Context: an optimization exercise on an open-source flow, tuned for small area, a short achievable clock period and few clock cycles per item. The choices shown serve that exercise and are no tape-out recipe.
In this exercise RTL edits were held to simulation tests only and were not proved equivalent to the original.

==> indigo: inputs <==
==> flow/design.v <==
`timescale 1ns/1ps
`default_nettype none
package fetch_pkg;
	localparam int DATA_WIDTH      = 16;
	localparam int N_CHANNELS      = 16;
	localparam int COMMIT_ID_WIDTH = 6;
	typedef logic signed [DATA_WIDTH - 1 : 0] data_t;
	typedef logic [3 : 0] chan_addr_t;
	typedef logic [COMMIT_ID_WIDTH - 1 : 0] commit_id_t;
	typedef logic [7 : 0] tag_t;
	localparam chan_addr_t SRC_REG0    = 4'd0;
	localparam chan_addr_t SRC_REG1    = 4'd1;
	localparam chan_addr_t SRC_QUARTER = 4'd3;
	localparam chan_addr_t SRC_HALF    = 4'd4;
	localparam data_t SCALE_QUARTER = data_t'({2'b01, {(DATA_WIDTH - 2){1'b0}}});
	localparam data_t SCALE_HALF    = data_t'({1'b1, {(DATA_WIDTH - 1){1'b0}}});
	typedef struct packed {
		logic       needed;
		logic       is_reg;
		chan_addr_t src;
	} operand_sel_t;
	typedef struct packed {
		tag_t         tag;
		chan_addr_t   dest;
		logic         writes_channel;
		data_t        register_0;
		data_t        register_1;
		operand_sel_t op_a;
		operand_sel_t op_b;
		operand_sel_t op_c;
	} instr_t;
	typedef struct packed {
		instr_t     instr;
		commit_id_t commit_id;
		data_t      arg_a;
		data_t      arg_b;
		data_t      arg_c;
	} stage_word_t;
	typedef struct packed {
		tag_t       tag;
		chan_addr_t dest;
		logic       writes_channel;
		commit_id_t commit_id;
		data_t      arg_a;
		data_t      arg_b;
		data_t      arg_c;
	} fetched_t;
	typedef struct packed {
		logic       valid;
		chan_addr_t addr;
		data_t      value;
	} chan_write_t;
	typedef enum logic {
		FETCH_IDLE,
		FETCH_BUSY
	} fetch_state_t;
endpackage
`default_nettype wire
`timescale 1ns/1ps
`default_nettype none
module operand_fetch_top
(
	input  wire          clk,
	input  wire          reset,
	input  wire          in_valid,
	output logic         in_ready,
	input  wire  [7:0]   in_tag,
	input  wire  [3:0]   in_dest,
	input  wire          in_writes_channel,
	input  wire  [15:0]  in_register_0,
	input  wire  [15:0]  in_register_1,
	input  wire  [5:0]   in_op_a,
	input  wire  [5:0]   in_op_b,
	input  wire  [5:0]   in_op_c,
	output logic         out_valid,
	input  wire          out_ready,
	output logic [7:0]   out_tag,
	output logic [3:0]   out_dest,
	output logic         out_writes_channel,
	output logic [5:0]   out_commit_id,
	output logic [15:0]  out_arg_a,
	output logic [15:0]  out_arg_b,
	output logic [15:0]  out_arg_c,
	input  wire          chan_write_valid,
	input  wire  [3:0]   chan_write_addr,
	input  wire  [15:0]  chan_write_value
);
	logic [15:0] chan [16];    
	logic [3:0]  wq   [3];     
	logic [2:0]  outs;         
	logic        occ;          
	logic [15:0] val  [3];
	logic [2:0]  wait_t [3];   
	logic        cwv;
	logic [5:0]  sel [3];
	logic [15:0] rd_t [3];
	logic [15:0] in_val [3];
	logic [2:0]  in_wait [3];
	logic [2:0]  in_fwd;
	logic        free;
	logic        take;
	logic        issue;
	logic        out_fire;
	logic [2:0]  outs_dn;      
	assign cwv = chan_write_valid;
	assign sel[0] = in_op_a;
	assign sel[1] = in_op_b;
	assign sel[2] = in_op_c;
	logic ready_now;
	logic ready_wb;
	logic ready_now_d;
	logic ready_wb_d;
	logic free_now;
	logic free_wb;
	logic in_ready_now;
	assign out_valid = cwv ? ready_wb : ready_now;
	assign out_fire  = out_valid & out_ready;
	assign out_arg_a = wait_t[0][0] ? chan_write_value : val[0];
	assign out_arg_b = wait_t[1][0] ? chan_write_value : val[1];
	assign out_arg_c = wait_t[2][0] ? chan_write_value : val[2];
	assign free_now     = ~occ | (out_ready & ready_now);
	assign free_wb      = ~occ | (out_ready & ready_wb);
	assign in_ready_now = free_now & ~(in_writes_channel & outs[2]);
	assign free         = cwv ? free_wb : free_now;
	assign in_ready     = cwv ? free_wb : in_ready_now;
	assign take     = in_valid & in_ready;
	assign issue    = take & in_writes_channel;
	always_comb begin
		for (int k = 0; k < 3; k++) begin
			logic [15:0] m [4];
			for (int j = 0; j < 4; j++)
				case (sel[k][1:0])
					2'd0: m[j] = chan[4*j];
					2'd1: m[j] = chan[4*j+1];
					2'd2: m[j] = chan[4*j+2];
					default: m[j] = chan[4*j+3];
				endcase
			case (sel[k][3:2])
				2'd0: rd_t[k] = m[0];
				2'd1: rd_t[k] = m[1];
				2'd2: rd_t[k] = m[2];
				default: rd_t[k] = m[3];
			endcase
		end
	end
	always_comb begin
		for (int k = 0; k < 3; k++) begin
			logic [3:0] src;
			logic [2:0] p;     
			src = sel[k][3:0];
			p   = 3'b000;
			for (int i = 0; i < 3; i++)
				if (outs[i] && wq[i] == src)
					p = 3'((2 << i) - 1);
			in_val[k]  = '0;
			in_wait[k] = '0;
			in_fwd[k]  = 1'b0;
			if (sel[k][5]) begin
				if (sel[k][4]) begin
					case (src)
						4'd0:    in_val[k] = in_register_0;
						4'd1:    in_val[k] = in_register_1;
						4'd3:    in_val[k] = 16'h4000;
						4'd4:    in_val[k] = 16'h8000;
						default: in_val[k] = '0;
					endcase
				end else begin
					in_val[k]  = rd_t[k];
					in_fwd[k]  = cwv & p[0] & ~p[1];
					in_wait[k] = cwv ? (p >> 1) : p;
				end
			end
		end
	end
	always_ff @(posedge clk) begin
		if (reset)
			occ <= 1'b0;
		else if (take)
			occ <= 1'b1;
		else if (out_fire)
			occ <= 1'b0;
	end
	always_comb begin
		logic [2:0] w0;
		logic [2:0] w1;
		for (int k = 0; k < 3; k++) begin
			w0[k] = free ? in_wait[k][0] : (cwv ? wait_t[k][1] : wait_t[k][0]);
			w1[k] = free ? in_wait[k][1] : (cwv ? wait_t[k][2] : wait_t[k][1]);
		end
		ready_now_d = ~(|w0);
		ready_wb_d  = ~(|w1);
	end
	always_ff @(posedge clk) begin
		if (reset) begin
			ready_now <= 1'b0;
			ready_wb  <= 1'b0;
		end else if (take) begin
			ready_now <= ready_now_d;
			ready_wb  <= ready_wb_d;
		end else if (out_fire) begin
			ready_now <= 1'b0;
			ready_wb  <= 1'b0;
		end else begin
			ready_now <= ready_now_d & occ;
			ready_wb  <= ready_wb_d & occ;
		end
	end
	always_ff @(posedge clk) begin
		if (free) begin
			out_tag            <= in_tag;
			out_dest           <= in_dest;
			out_writes_channel <= in_writes_channel;
		end
	end
	always_ff @(posedge clk) begin
		for (int k = 0; k < 3; k++) begin
			if (free)
				wait_t[k] <= in_wait[k];
			else if (cwv)
				wait_t[k] <= wait_t[k] >> 1;
			if (free ? in_fwd[k] : (cwv & wait_t[k][0] & ~wait_t[k][1]))
				val[k] <= chan_write_value;
			else if (free)
				val[k] <= in_val[k];
		end
	end
	assign outs_dn = cwv ? (outs >> 1) : outs;
	always_ff @(posedge clk) begin
		if (reset) begin
			outs   <= '0;
		end else begin
			outs   <= issue ? {outs_dn[1:0], 1'b1} : outs_dn;
		end
	end
	always_ff @(posedge clk) begin
		if (reset)
			out_commit_id <= '0;
		else if (out_fire && out_writes_channel)
			out_commit_id <= out_commit_id + 6'd1;
	end
	always_ff @(posedge clk) begin
		for (int i = 0; i < 3; i++) begin
			if (issue && (i == 0 ? ~outs_dn[0] : (outs_dn[i - 1] & ~outs_dn[i])))
				wq[i] <= in_dest;
			else if (cwv && i < 2)
				wq[i] <= wq[i + 1];
		end
	end
	logic [15:0] wr_data;
	assign wr_data = chan_write_value & {16{~reset}};
	always_ff @(posedge clk) begin
		for (int c = 0; c < 16; c++)
			if (reset || (cwv && chan_write_addr == 4'(c)))
				chan[c] <= wr_data;
	end
endmodule
`default_nettype wire
==> flow/flow/run.sh <==
#!/bin/bash
# Standard layout with small port buffers and a lighter clock tree.
set -e
cat >> config.mk <<'EOM'
export BUFFER_PORTS_ARGS = -buffer_cell sky130_fd_sc_hd__buf_1
export CTS_ARGS = -sink_clustering_enable -repair_clock_nets -sink_clustering_size 26 -sink_clustering_max_diameter 100 -buf_list sky130_fd_sc_hd__clkbuf_16 -dont_use_dummy_load
EOM
bash standard.sh > standard.log 2>&1
==> flow/standard.sh <==
#!/bin/bash
# synth_recipe.tcl (not shown) runs the flow's synth.tcl, then flattens the netlist and writes it again
# the make line also repeats each setting of config.mk as NAME=value (left out here)
make -C /OpenROAD-flow-scripts/flow DESIGN_CONFIG=/design/flow/config.mk WORK_HOME=/design/flow/orfs CLKGATE_MAP_FILE= SYNTH_SCRIPT=/design/flow/synth_recipe.tcl "${@:-finish}"
==> flow/config.mk <==
export PLATFORM = sky130hd
export DESIGN_NAME = operand_fetch_top
export DESIGN_NICKNAME = operand_fetch_top
export VERILOG_FILES = /design/flow/design.v
export SDC_FILE = /design/flow/constraint.sdc
export NUM_CORES = 4
export LEC_CHECK = 0
export CAP_MARGIN = 20
export CORE_MARGIN = 2
export CORE_UTILIZATION = 45
export SETUP_SLACK_MARGIN = 2.3
export SLEW_MARGIN = 20
export BUFFER_PORTS_ARGS = -buffer_cell sky130_fd_sc_hd__buf_1
export CTS_ARGS = -sink_clustering_enable -repair_clock_nets -sink_clustering_size 26 -sink_clustering_max_diameter 100 -buf_list sky130_fd_sc_hd__clkbuf_16 -dont_use_dummy_load
==> flow/constraint.sdc <==
create_clock -name core_clock -period 5.0 [get_ports {clk}]
set_input_delay 1.0000 -clock core_clock [delete_from_list [all_inputs] [get_ports {clk}]]
set_output_delay 1.0000 -clock core_clock [all_outputs]
set_load 0.01 [all_outputs]
==> inputs of quartz, as changes to indigo <==
--- a/flow/design.v
+++ b/flow/design.v
@@ -113,7 +113,7 @@
 	logic free_now;
 	logic free_wb;
 	logic in_ready_now;
-	assign out_valid = cwv ? ready_wb : ready_now;
+	assign out_valid = ready_now | (cwv & ready_wb);
 	assign out_fire  = out_valid & out_ready;
 	assign out_arg_a = wait_t[0][0] ? chan_write_value : val[0];
 	assign out_arg_b = wait_t[1][0] ? chan_write_value : val[1];
@@ -121,8 +121,8 @@
 	assign free_now     = ~occ | (out_ready & ready_now);
 	assign free_wb      = ~occ | (out_ready & ready_wb);
 	assign in_ready_now = free_now & ~(in_writes_channel & outs[2]);
-	assign free         = cwv ? free_wb : free_now;
-	assign in_ready     = cwv ? free_wb : in_ready_now;
+	assign free         = free_now | (cwv & free_wb);
+	assign in_ready     = in_ready_now | (cwv & free_wb);
 	assign take     = in_valid & in_ready;
 	assign issue    = take & in_writes_channel;
 	always_comb begin
==> flow/flow/run.sh (replaced) <==
#!/bin/bash
# Standard layout with small port buffers and a lighter clock tree.
set -e
cat >> config.mk <<'EOM'
export BUFFER_PORTS_ARGS = -buffer_cell sky130_fd_sc_hd__buf_1
export CTS_ARGS = -sink_clustering_enable -repair_clock_nets -sink_clustering_size 24 -sink_clustering_max_diameter 80 -buf_list sky130_fd_sc_hd__clkbuf_16 -dont_use_dummy_load
EOM
bash standard.sh > standard.log 2>&1
==> flow/config.mk (replaced) <==
export PLATFORM = sky130hd
export DESIGN_NAME = operand_fetch_top
export DESIGN_NICKNAME = operand_fetch_top
export VERILOG_FILES = /design/flow/design.v
export SDC_FILE = /design/flow/constraint.sdc
export NUM_CORES = 4
export LEC_CHECK = 0
export CAP_MARGIN = 20
export CORE_MARGIN = 2
export CORE_UTILIZATION = 55
export PLACE_DENSITY = 0.72
export SETUP_SLACK_MARGIN = 2.3
export SLEW_MARGIN = 20
export BUFFER_PORTS_ARGS = -buffer_cell sky130_fd_sc_hd__buf_1
export CTS_ARGS = -sink_clustering_enable -repair_clock_nets -sink_clustering_size 24 -sink_clustering_max_diameter 80 -buf_list sky130_fd_sc_hd__clkbuf_16 -dont_use_dummy_load
==> inputs of nickel, as changes to indigo <==
--- a/flow/design.v
+++ b/flow/design.v
@@ -113,7 +113,7 @@
 	logic free_now;
 	logic free_wb;
 	logic in_ready_now;
-	assign out_valid = cwv ? ready_wb : ready_now;
+	assign out_valid = ready_now | (cwv & ready_wb);
 	assign out_fire  = out_valid & out_ready;
 	assign out_arg_a = wait_t[0][0] ? chan_write_value : val[0];
 	assign out_arg_b = wait_t[1][0] ? chan_write_value : val[1];
@@ -121,8 +121,8 @@
 	assign free_now     = ~occ | (out_ready & ready_now);
 	assign free_wb      = ~occ | (out_ready & ready_wb);
 	assign in_ready_now = free_now & ~(in_writes_channel & outs[2]);
-	assign free         = cwv ? free_wb : free_now;
-	assign in_ready     = cwv ? free_wb : in_ready_now;
+	assign free         = free_now | (cwv & free_wb);
+	assign in_ready     = in_ready_now | (cwv & free_wb);
 	assign take     = in_valid & in_ready;
 	assign issue    = take & in_writes_channel;
 	always_comb begin
==> flow/flow/run.sh (replaced) <==
#!/bin/bash
# Standard layout with small port buffers and a lighter clock tree.
set -e
cat >> config.mk <<'EOM'
export BUFFER_PORTS_ARGS = -buffer_cell sky130_fd_sc_hd__buf_1
export CTS_ARGS = -sink_clustering_enable -repair_clock_nets -sink_clustering_size 24 -sink_clustering_max_diameter 80 -buf_list sky130_fd_sc_hd__clkbuf_16 -dont_use_dummy_load
EOM
bash standard.sh > standard.log 2>&1
==> flow/config.mk (replaced) <==
export PLATFORM = sky130hd
export DESIGN_NAME = operand_fetch_top
export DESIGN_NICKNAME = operand_fetch_top
export VERILOG_FILES = /design/flow/design.v
export SDC_FILE = /design/flow/constraint.sdc
export NUM_CORES = 4
export LEC_CHECK = 0
export CAP_MARGIN = 20
export CORE_MARGIN = 2
export CORE_UTILIZATION = 50
export SETUP_SLACK_MARGIN = 2.4
export SLEW_MARGIN = 20
export BUFFER_PORTS_ARGS = -buffer_cell sky130_fd_sc_hd__buf_1
export CTS_ARGS = -sink_clustering_enable -repair_clock_nets -sink_clustering_size 24 -sink_clustering_max_diameter 80 -buf_list sky130_fd_sc_hd__clkbuf_16 -dont_use_dummy_load
==> inputs of xenon, as changes to indigo <==
--- a/flow/design.v
+++ b/flow/design.v
@@ -88,6 +88,7 @@
 	logic [15:0] chan [16];    
 	logic [3:0]  wq   [3];     
 	logic [2:0]  outs;         
+	logic [5:0]  commit;       
 	logic        occ;          
 	logic [15:0] val  [3];
 	logic [2:0]  wait_t [3];   
@@ -97,6 +98,7 @@
 	logic [15:0] in_val [3];
 	logic [2:0]  in_wait [3];
 	logic [2:0]  in_fwd;
+	logic [2:0]  res;
 	logic        free;
 	logic        take;
 	logic        issue;
@@ -106,23 +108,17 @@
 	assign sel[0] = in_op_a;
 	assign sel[1] = in_op_b;
 	assign sel[2] = in_op_c;
-	logic ready_now;
-	logic ready_wb;
-	logic ready_now_d;
-	logic ready_wb_d;
-	logic free_now;
-	logic free_wb;
-	logic in_ready_now;
-	assign out_valid = cwv ? ready_wb : ready_now;
+	always_comb begin
+		for (int k = 0; k < 3; k++)
+			res[k] = ~wait_t[k][0] | (~wait_t[k][1] & cwv);
+	end
+	assign out_valid = occ & (&res);
 	assign out_fire  = out_valid & out_ready;
 	assign out_arg_a = wait_t[0][0] ? chan_write_value : val[0];
 	assign out_arg_b = wait_t[1][0] ? chan_write_value : val[1];
 	assign out_arg_c = wait_t[2][0] ? chan_write_value : val[2];
-	assign free_now     = ~occ | (out_ready & ready_now);
-	assign free_wb      = ~occ | (out_ready & ready_wb);
-	assign in_ready_now = free_now & ~(in_writes_channel & outs[2]);
-	assign free         = cwv ? free_wb : free_now;
-	assign in_ready     = cwv ? free_wb : in_ready_now;
+	assign free     = ~occ | out_fire;
+	assign in_ready = free & ~(in_writes_channel & outs[2] & ~cwv);
 	assign take     = in_valid & in_ready;
 	assign issue    = take & in_writes_channel;
 	always_comb begin
@@ -180,36 +176,12 @@
 		else if (out_fire)
 			occ <= 1'b0;
 	end
-	always_comb begin
-		logic [2:0] w0;
-		logic [2:0] w1;
-		for (int k = 0; k < 3; k++) begin
-			w0[k] = free ? in_wait[k][0] : (cwv ? wait_t[k][1] : wait_t[k][0]);
-			w1[k] = free ? in_wait[k][1] : (cwv ? wait_t[k][2] : wait_t[k][1]);
-		end
-		ready_now_d = ~(|w0);
-		ready_wb_d  = ~(|w1);
-	end
-	always_ff @(posedge clk) begin
-		if (reset) begin
-			ready_now <= 1'b0;
-			ready_wb  <= 1'b0;
-		end else if (take) begin
-			ready_now <= ready_now_d;
-			ready_wb  <= ready_wb_d;
-		end else if (out_fire) begin
-			ready_now <= 1'b0;
-			ready_wb  <= 1'b0;
-		end else begin
-			ready_now <= ready_now_d & occ;
-			ready_wb  <= ready_wb_d & occ;
-		end
-	end
 	always_ff @(posedge clk) begin
 		if (free) begin
 			out_tag            <= in_tag;
 			out_dest           <= in_dest;
 			out_writes_channel <= in_writes_channel;
+			out_commit_id      <= commit;
 		end
 	end
 	always_ff @(posedge clk) begin
@@ -228,15 +200,11 @@
 	always_ff @(posedge clk) begin
 		if (reset) begin
 			outs   <= '0;
+			commit <= '0;
 		end else begin
 			outs   <= issue ? {outs_dn[1:0], 1'b1} : outs_dn;
-		end
-	end
-	always_ff @(posedge clk) begin
-		if (reset)
-			out_commit_id <= '0;
-		else if (out_fire && out_writes_channel)
-			out_commit_id <= out_commit_id + 6'd1;
+			commit <= commit + 6'(issue);
+		end
 	end
 	always_ff @(posedge clk) begin
 		for (int i = 0; i < 3; i++) begin
==> flow/run.sh (new file) <==
#!/bin/bash
# synth_recipe.tcl (not shown) runs the flow's synth.tcl, then flattens the netlist and writes it again
# the make line also repeats each setting of config.mk as NAME=value (left out here)
make -C /OpenROAD-flow-scripts/flow DESIGN_CONFIG=/design/flow/config.mk WORK_HOME=/design/flow/orfs CLKGATE_MAP_FILE= SYNTH_SCRIPT=/design/flow/synth_recipe.tcl finish
==> flow/config.mk (replaced) <==
export PLATFORM = sky130hd
export DESIGN_NAME = operand_fetch_top
export DESIGN_NICKNAME = operand_fetch_top
export VERILOG_FILES = /design/flow/design.v
export SDC_FILE = /design/flow/constraint.sdc
export NUM_CORES = 4
export LEC_CHECK = 0
export CAP_MARGIN = 20
export CORE_MARGIN = 2
export CORE_UTILIZATION = 60
export SETUP_SLACK_MARGIN = 2.5
export SLEW_MARGIN = 20
removed: flow/flow/run.sh
removed: flow/standard.sh
==> flow_summary.toml <==
[grt]
grtUsageMet3 = 0.113
use_met2 = 0.599

[critical_path]
cp_num_cells = 12
cp.required_ns = 5.28

[power]
sw_frac_of_total = 0.255
pg_comb_mw = 1.56

[finish]
antennaDiodeCount = 5
design_area_sq_um = 25100

[clocking]
post-cts-setup-buffers = 57
clk_latency_ns = 0.54

[status]
status = "finished clean"

[place]
place_area_sq_um = 22100
the above is filed under xenon

==> flow_summary.toml <==
[clocking]
clk_latency_ns = 0.52
path_clk_slew_ns = 0.10
post-cts-setup-buffers = 14

[place]
place_area_sq_um = 21400

[power]
pg_comb_mw = 1.36
sw_frac_of_total = 0.276

[synth]
synth_fp_nets = 1516
ys.flop_type = "edfxtp_1"

[grt]
use_met2 = 0.409
grt_pass1_wl_microns = 91100
grtUsageMet3 = 0.0421

[floorplanning]
die_h_microns = 216

[finish]
antennaDiodeCount = 0
design_area_sq_um = 22400
reg_top3 = "chan x256, val x48, wq x12"

[status]
status = "finished clean"
the above is filed under indigo

==> flow_summary.toml <==
[status]
status = "finished clean"

[clocking]
clk_latency_ns = 0.53
path_clk_slew_ns = 0.09
post-cts-setup-buffers = 12

[grt]
use_met2 = 0.463
grtUsageMet3 = 0.0994

[place]
place_area_sq_um = 21100

[finish]
antennaDiodeCount = 0
nonClkBufAreaFrac = 0.0603

[worst_hold_path]
min_from = "out_commit_id[5]"

[critical_path]
cp.required_ns = 5.24

[floorplanning]
dieArea_sq_um = 37900

[power]
sw_frac_of_total = 0.273
pg_comb_mw = 1.37
the above is filed under quartz

==> flow_summary.toml <==
[status]
status = "finished clean"

[timing]
whs_ns = 0.509
min_period_over_period = 0.525

[clocking]
post-cts-setup-buffers = 8
clk_latency_ns = 0.56

[finish]
antennaDiodeCount = 1
reg_top3 = "chan x256, val x48, wq x12"
design_area_sq_um = 22700

[grt]
use_met2 = 0.463
grtUsageMet3 = 0.0700

[power]
pg_comb_mw = 1.45

[critical_path]
cp_num_cells = 3
cp.required_ns = 4.00

[floorplanning]
die_h_microns = 204
the above is filed under nickel

Testbench counts of indigo, summed over its fixed seeds: cycles 20,173, items 16,000.
Testbench counts of quartz, summed over its fixed seeds: cycles 20,173, items 16,000.
Testbench counts of nickel, summed over its fixed seeds: cycles 20,173, items 16,000.
Testbench counts of xenon, summed over its fixed seeds: cycles 20,173, items 16,000.

==> what the ideal ports hide <==
In the flow no input, the clock included, has a driving cell. The finished layouts below were timed again as built, in two steps.
Step 1 assumes that a clkbuf_16 drives the clock port and a buf_2 every other input.
Step 2 moves the port delays by t, midway between the first and last clock arrival at a register: inputs arrive t later, outputs are due t later. That takes back most of the time a late clock gives input paths.
Three values: ideal ports, drivers, drivers and shift; two values: the first two.
run | t, ns | setup slack, ns | worst register clock-pin slew, ns | worst data-port slew with drivers (ns)
indigo | 0.579 | 2.219 / 2.179 / 1.714 | 0.11 / 0.11 | 0.06
quartz | 0.571 | 2.173 / 2.193 / 1.622 | 0.10 / 0.10 | 0.06
nickel | 0.609 | 2.373 / 2.312 / 1.794 | 0.10 / 0.10 | 0.14
xenon | 0.579 | 2.032 / 2.015 / 1.458 | 0.06 / 0.06 | 0.12
After both steps setup and hold are still met in every run listed. For nickel, which loses most, drivers alone change the setup slack by -0.061 ns; drivers and shift together by -0.579 ns.
